What follows belongs to an exercise in optimizing a design on an open flow for a short achievable clock period and few clock cycles; a production flow would make more cautious choices. Only simulation tests tie the RTL to the original design; equivalence was not proved. No activity file was given, so power comes from the tool's default toggle rates.

== job 3638 ==
Design avr_top, start of the top module:
module avr_top (
	input wire logic clk,
	input wire logic reset,
	input wire logic [15:0] cdata,
	input wire logic [7:0] data_read,
	output logic [15:0] pc,
	output logic [15:0] dmem_addr,
	output logic dmem_wen,
	output logic dmem_ren,
	output logic [7:0] dmem_wdata
);
	avr_mem_pkg::dmem_req_t dmem;
	avr_mem_pkg::addr_t pc_next;
	avr_cpu u_cpu (
		.clk(clk),
		.reset(reset),
		.cdata(cdata),
		.data_read(data_read),
		.pc_next(pc_next),
		.dmem(dmem)
	);
	always_ff @(posedge clk) begin
		pc <= pc_next;
	end
	assign dmem_addr = dmem.addr;
	assign dmem_wen = dmem.wen;
	assign dmem_ren = dmem.ren;
	assign dmem_wdata = dmem.wdata;
endmodule
Size: ~5100 cells after synthesis, ~750 flip-flops, ~68 I/O pins.
export LEC_CHECK = 0
export ABC_CLOCK_PERIOD_IN_PS = 2500
export CAP_MARGIN = 30
export CORE_MARGIN = 2
export CORE_UTILIZATION = 40
export SETUP_SLACK_MARGIN = 5
export SLEW_MARGIN = 20
export SYNTH_HIERARCHICAL = 1
create_clock -name core_clock -period 10.0 [get_ports {clk}]
standard.sh (not shown) runs the stock make flow with config.mk's settings and CLKGATE_MAP_FILE= SYNTH_SCRIPT=/design/flow/synth_recipe.tcl, a recipe that flattens the netlist after the stock synthesis.
==> flow/flow/run.sh <==
#!/bin/bash
# Standard synthesis and layout; only the setup repair target is raised, so
# repair_timing keeps working on the paths after they meet the clock.
set -euo pipefail
bash standard.sh synth > synth.log 2>&1
bash standard.sh SETUP_SLACK_MARGIN=7.0 finish > layout.log 2>&1
Job 3638 did not stop at any stage, and its layout met the timing, design-rule and antenna checks.
Testbench counts of job 3638, summed over its fixed seeds: cycles 142,365.
Edits applied to the flow inputs when going from job 3638 to job 1205:
--- a/flow/flow/run.sh
+++ b/flow/flow/run.sh
@@ -4,3 +4,3 @@
 set -euo pipefail
 bash standard.sh synth > synth.log 2>&1
-bash standard.sh SETUP_SLACK_MARGIN=7.0 finish > layout.log 2>&1
+bash standard.sh SETUP_SLACK_MARGIN=6.0 finish > layout.log 2>&1
## What came out
Both conditions hold for job 1205: the flow ran to the end and the final layout passed the timing, design-rule and antenna checks. Against job 3638, job 1205 comes in 16% lower on total non-filler cell area in the finished layout. Compared job 1205 vs job 3638, and worst endpoint required time is down in job 1205. Higher share of total power in sequential cells goes to job 1205 over job 3638. Summary: with job 3638 as the reference, number of global-route vias before repair in job 1205 moved down by a little under 10%.
Modified inputs, job 2906 compared to job 1205
==> flow/flow/run.sh <==
#!/bin/bash
# Standard synthesis and layout. Only the resizer's targets change: the setup
# repair aims past the clock so repair_timing keeps working on the paths after
# they meet it, and it may resize a cell into any footprint.
set -euo pipefail
bash standard.sh synth > synth.log 2>&1
bash standard.sh SETUP_SLACK_MARGIN=6.5 MATCH_CELL_FOOTPRINT=0 finish > layout.log 2>&1
==> comparison <==
Against job 1205, total half-perimeter wirelength after legalization and detailed placement in job 2906 came out better. Job 2906 | stages: all done | timing, DRC, antenna: all pass. On maximum fanout along the worst path, the higher figure sits with job 1205, not job 2906. Critical path depth: job 2906 vs job 1205 up 1. Against job 1205, fmax in job 2906 came out better. The cell internal power dissipation of job 2906 exceeds that of job 1205 by 4.6%. Compared with job 1205, job 2906 shows cell area after layout higher by 9.4%. The higher final cell count without fillers came out of job 2906. [compare] base=job 1205 new=job 2906: number of fillers in the final layout decreased about 4%; portion of total power attributed to the clock network decreased 0.4 points.
> inputs changed (job 2906 -> job 8122)
==> flow/flow/run.sh <==
#!/bin/bash
# Standard synthesis and layout; only the setup repair target is raised, so
# repair_timing keeps working on the paths after they meet the clock.
set -euo pipefail
bash standard.sh synth > synth.log 2>&1
bash standard.sh SETUP_SLACK_MARGIN=6.5 finish > layout.log 2>&1
--- outcome ---
- The final layout net count on job 2906 is in line with that on job 8122.
- Buffer and inverter count on the worst path: job 8122 > job 2906
- Taking job 2906 as the reference, in job 8122 area growth from synthesis to final layout higher, part of the total power dissipated in the clock network decreased 0.6 points, critical path arrival went up by 0.26 ns.
- Job 8122 has less setup slack than job 2906.
- Re number of register bits inferred by synthesis: no difference whatsoever between job 2906 and job 8122.
- The flow did not stop early for job 8122: all stages ran, and the layout cleared the timing, design-rule and antenna checks.
- Combinational-cell power consumption of job 8122 exceeds that of job 2906 by a few percent.

==> static timing again, ports no longer ideal <==
No port has a modelled driver above. Below, the same layouts with a new extraction and two added sets of constraints. Step 1 (the two cells are an assumption about what drives the block):
set clk [get_ports {clk}]
set_driving_cell -lib_cell sky130_fd_sc_hd__clkbuf_16 $clk
set_driving_cell -lib_cell sky130_fd_sc_hd__buf_2 [delete_from_list [all_inputs] $clk]
Step 2 also shifts input and output timing later by t, the mid clock arrival at the registers, as if the neighbouring blocks saw the same clock. Slacks: ideal / step 1 / step 2; pairs: ideal / step 1.
| run | shift t [ns] | slack for setup (ns) | worst setup path at the end |
|---|---|---|---|
| job 3638 | 0.774 | 5.844 / 5.869 / 5.096 | input to register |
| job 1205 | 0.769 | 5.908 / 5.915 / 5.188 | input to register |
| job 2906 | 0.760 | 5.968 / 5.875 / 5.115 | input to register |
| job 8122 | 0.756 | 5.925 / 5.905 / 5.149 | input to register |
After both steps every run listed still meets setup and hold. For job 2906, which loses most, drivers alone change the setup slack by -0.093 ns; drivers and shift together by -0.853 ns.
